Background: an optimization exercise with open tools, aiming at small area. Do not read the settings as production practice. The RTL was checked by simulation tests, not by an equivalence proof against the original design. Power is estimated from default activity; no workload was simulated.

==> flow/design.v (excerpt) <==
module tlb_controller
(
  input  logic                   clock,
  input  logic                   reset,
  input  logic                   transRequest,
  input  logic [tlb_pkg::TLB_KEY_W-1:0]   transPage,
  output logic                   transAccept,
  output logic                   transDone,
  output logic                   transMiss,
  output logic [19:0]            transFrame,
  output logic                   transWritable,
  output logic                   transValid,
  input  logic                   cmdValid,
  input  logic [1:0]             cmdOp,
  input  logic [tlb_pkg::TLB_INDEX_W-1:0] cmdIndex,
  input  logic [tlb_pkg::TLB_KEY_W-1:0]   cmdKey,
  input  logic [tlb_pkg::TLB_VALUE_W-1:0] cmdValue,
  output logic                   cmdReady,
  output logic                   rspValid,
  output logic [tlb_pkg::TLB_INDEX_W-1:0] rspIndex,
  output logic [tlb_pkg::TLB_KEY_W-1:0]   rspKey,
  output logic [tlb_pkg::TLB_VALUE_W-1:0] rspValue,
  output logic                   rspProbeMiss,
  output logic [tlb_pkg::TLB_INDEX_W-1:0] randomIndex,
  output logic [tlb_pkg::TLB_INDEX_W-1:0] vmIndex1,
  input  logic [tlb_pkg::TLB_VALUE_W-1:0] vmReadData1,
  output logic [tlb_pkg::TLB_INDEX_W-1:0] vmIndex2,
  input  logic [tlb_pkg::TLB_VALUE_W-1:0] vmReadData2,
  output logic [tlb_pkg::TLB_VALUE_W-1:0] vmWriteData2,
  output logic                   vmWriteEnable2
);
Settings: LEC_CHECK=0, CAP_MARGIN=20, CELL_PAD_IN_SITES_DETAIL_PLACEMENT=1, CELL_PAD_IN_SITES_GLOBAL_PLACEMENT=1, CORE_MARGIN=2, CORE_UTILIZATION=50, SETUP_SLACK_MARGIN=0.2, SLEW_MARGIN=20, SYNTH_HIERARCHICAL=1; clock period 8.0 ns.
standard.sh (not shown) runs the stock make flow with config.mk's settings and CLKGATE_MAP_FILE= SYNTH_SCRIPT=/design/flow/synth_recipe.tcl, a recipe that flattens the netlist after the stock synthesis.
==> flow/flow/run.sh <==
#!/bin/bash
set -euo pipefail
export BUFFER_PORTS_ARGS="-buffer_cell sky130_fd_sc_hd__buf_1"
export CTS_ARGS="-sink_clustering_enable -repair_clock_nets -sink_clustering_size 30 -sink_clustering_max_diameter 60 -buf_list sky130_fd_sc_hd__clkbuf_16 -dont_use_dummy_load"
bash standard.sh finish > standard_flow.log 2>&1
==> next run, changes <==
==> flow/flow/run.sh (replaced) <==
#!/bin/bash
set -euo pipefail
export BUFFER_PORTS_ARGS="-buffer_cell sky130_fd_sc_hd__buf_1"
export CTS_ARGS="-sink_clustering_enable -repair_clock_nets -sink_clustering_size 24 -sink_clustering_max_diameter 100 -buf_list sky130_fd_sc_hd__clkbuf_16 -dont_use_dummy_load"
export RECOVER_POWER=100
bash standard.sh finish > standard_flow.log 2>&1
The changed run completed, yet does not pass: max-capacitance violations, max-slew violations; design area drops by 1.8%; synthesized cell count is unchanged; power drops by about 6%; die area is unchanged; worst setup slack got worse by 0.71 ns; routed wire length drops by about 0.45%; count of clock-buffer cells in the layout drops by 20.

========
Another version of the RTL of tlb_controller (not shown whole).
Size: roughly 650 flip-flops, about 35000 µm² of cells after synthesis.
Settings: LEC_CHECK=0, CAP_MARGIN=20, CELL_PAD_IN_SITES_DETAIL_PLACEMENT=1, CELL_PAD_IN_SITES_GLOBAL_PLACEMENT=1, CORE_MARGIN=2, CORE_UTILIZATION=50, SLEW_MARGIN=20, SYNTH_HIERARCHICAL=1; clock period 8.0 ns.
==> flow/flow/run.sh <==
#!/bin/bash
set -euo pipefail
export BUFFER_PORTS_ARGS="-buffer_cell sky130_fd_sc_hd__buf_1"
export CTS_ARGS="-sink_clustering_enable -repair_clock_nets -sink_clustering_size 30 -sink_clustering_max_diameter 60 -buf_list sky130_fd_sc_hd__clkbuf_16 -dont_use_dummy_load"
bash standard.sh finish > standard_flow.log 2>&1
Rerun with:
==> flow/run.sh (new file) <==
#!/bin/bash
# synth_recipe.tcl (not shown) runs the flow's synth.tcl, then flattens the netlist and writes it again
# the make line also repeats each setting of config.mk as NAME=value (left out here)
make -C /OpenROAD-flow-scripts/flow DESIGN_CONFIG=/design/flow/config.mk WORK_HOME=/design/flow/orfs CLKGATE_MAP_FILE= SYNTH_SCRIPT=/design/flow/synth_recipe.tcl finish
Settings changed: CELL_PAD_IN_SITES_DETAIL_PLACEMENT 1 to unset, CELL_PAD_IN_SITES_GLOBAL_PLACEMENT 1 to unset, CORE_UTILIZATION 50 to 40, CTS_BUF_LIST set to sky130_fd_sc_hd__clkbuf_16, CTS_CLUSTER_DIAMETER set to 60, CTS_CLUSTER_SIZE set to 30.
removed: flow/flow/run.sh
removed: flow/standard.sh
Result: The new run finished but failed the layout checks on negative setup slack. Worst setup slack degrades by 0.51 ns. Wire length came out lower by 8.6%. Sequential power shrinks by about 1%. Cell area grows by 5.9%.

==> re-timing with driven ports <==
No port has a modelled driver above. Below, the same layouts with a new extraction and two added sets of constraints. Step 1 assumes that a clkbuf_16 drives the clock port and a buf_2 every other input. Step 2 moves the port delays by t, midway between the first and last clock arrival at a register: inputs arrive t later, outputs are due t later. That takes back most of the time a late clock gives input paths. Three values: ideal, step 1, step 2; two values: the first two.
run | t, ns | setup slack, ns | hold WS [ns] | slew at the worst register clock pin (ns)
the first run of note 1 | 0.709 | 0.851 / 0.780 / 0.856 | 0.501 / 0.501 / 0.501 | 0.08 / 0.08
the second run of note 1 | 0.679 | 0.137 / 0.067 / -0.183 | 0.486 / 0.486 / 0.486 | 0.11 / 0.11
the first run of note 2 | 0.736 | 0.478 / 0.454 / 0.454 | 0.460 / 0.460 / 0.460 | 0.09 / 0.09
the second run of note 2 | 0.718 | -0.028 / -0.052 / -0.052 | 0.466 / 0.466 / 0.466 | 0.09 / 0.09
For the second run of note 1, which loses most, drivers alone change the setup slack by -0.070 ns; drivers and shift together by -0.320 ns.
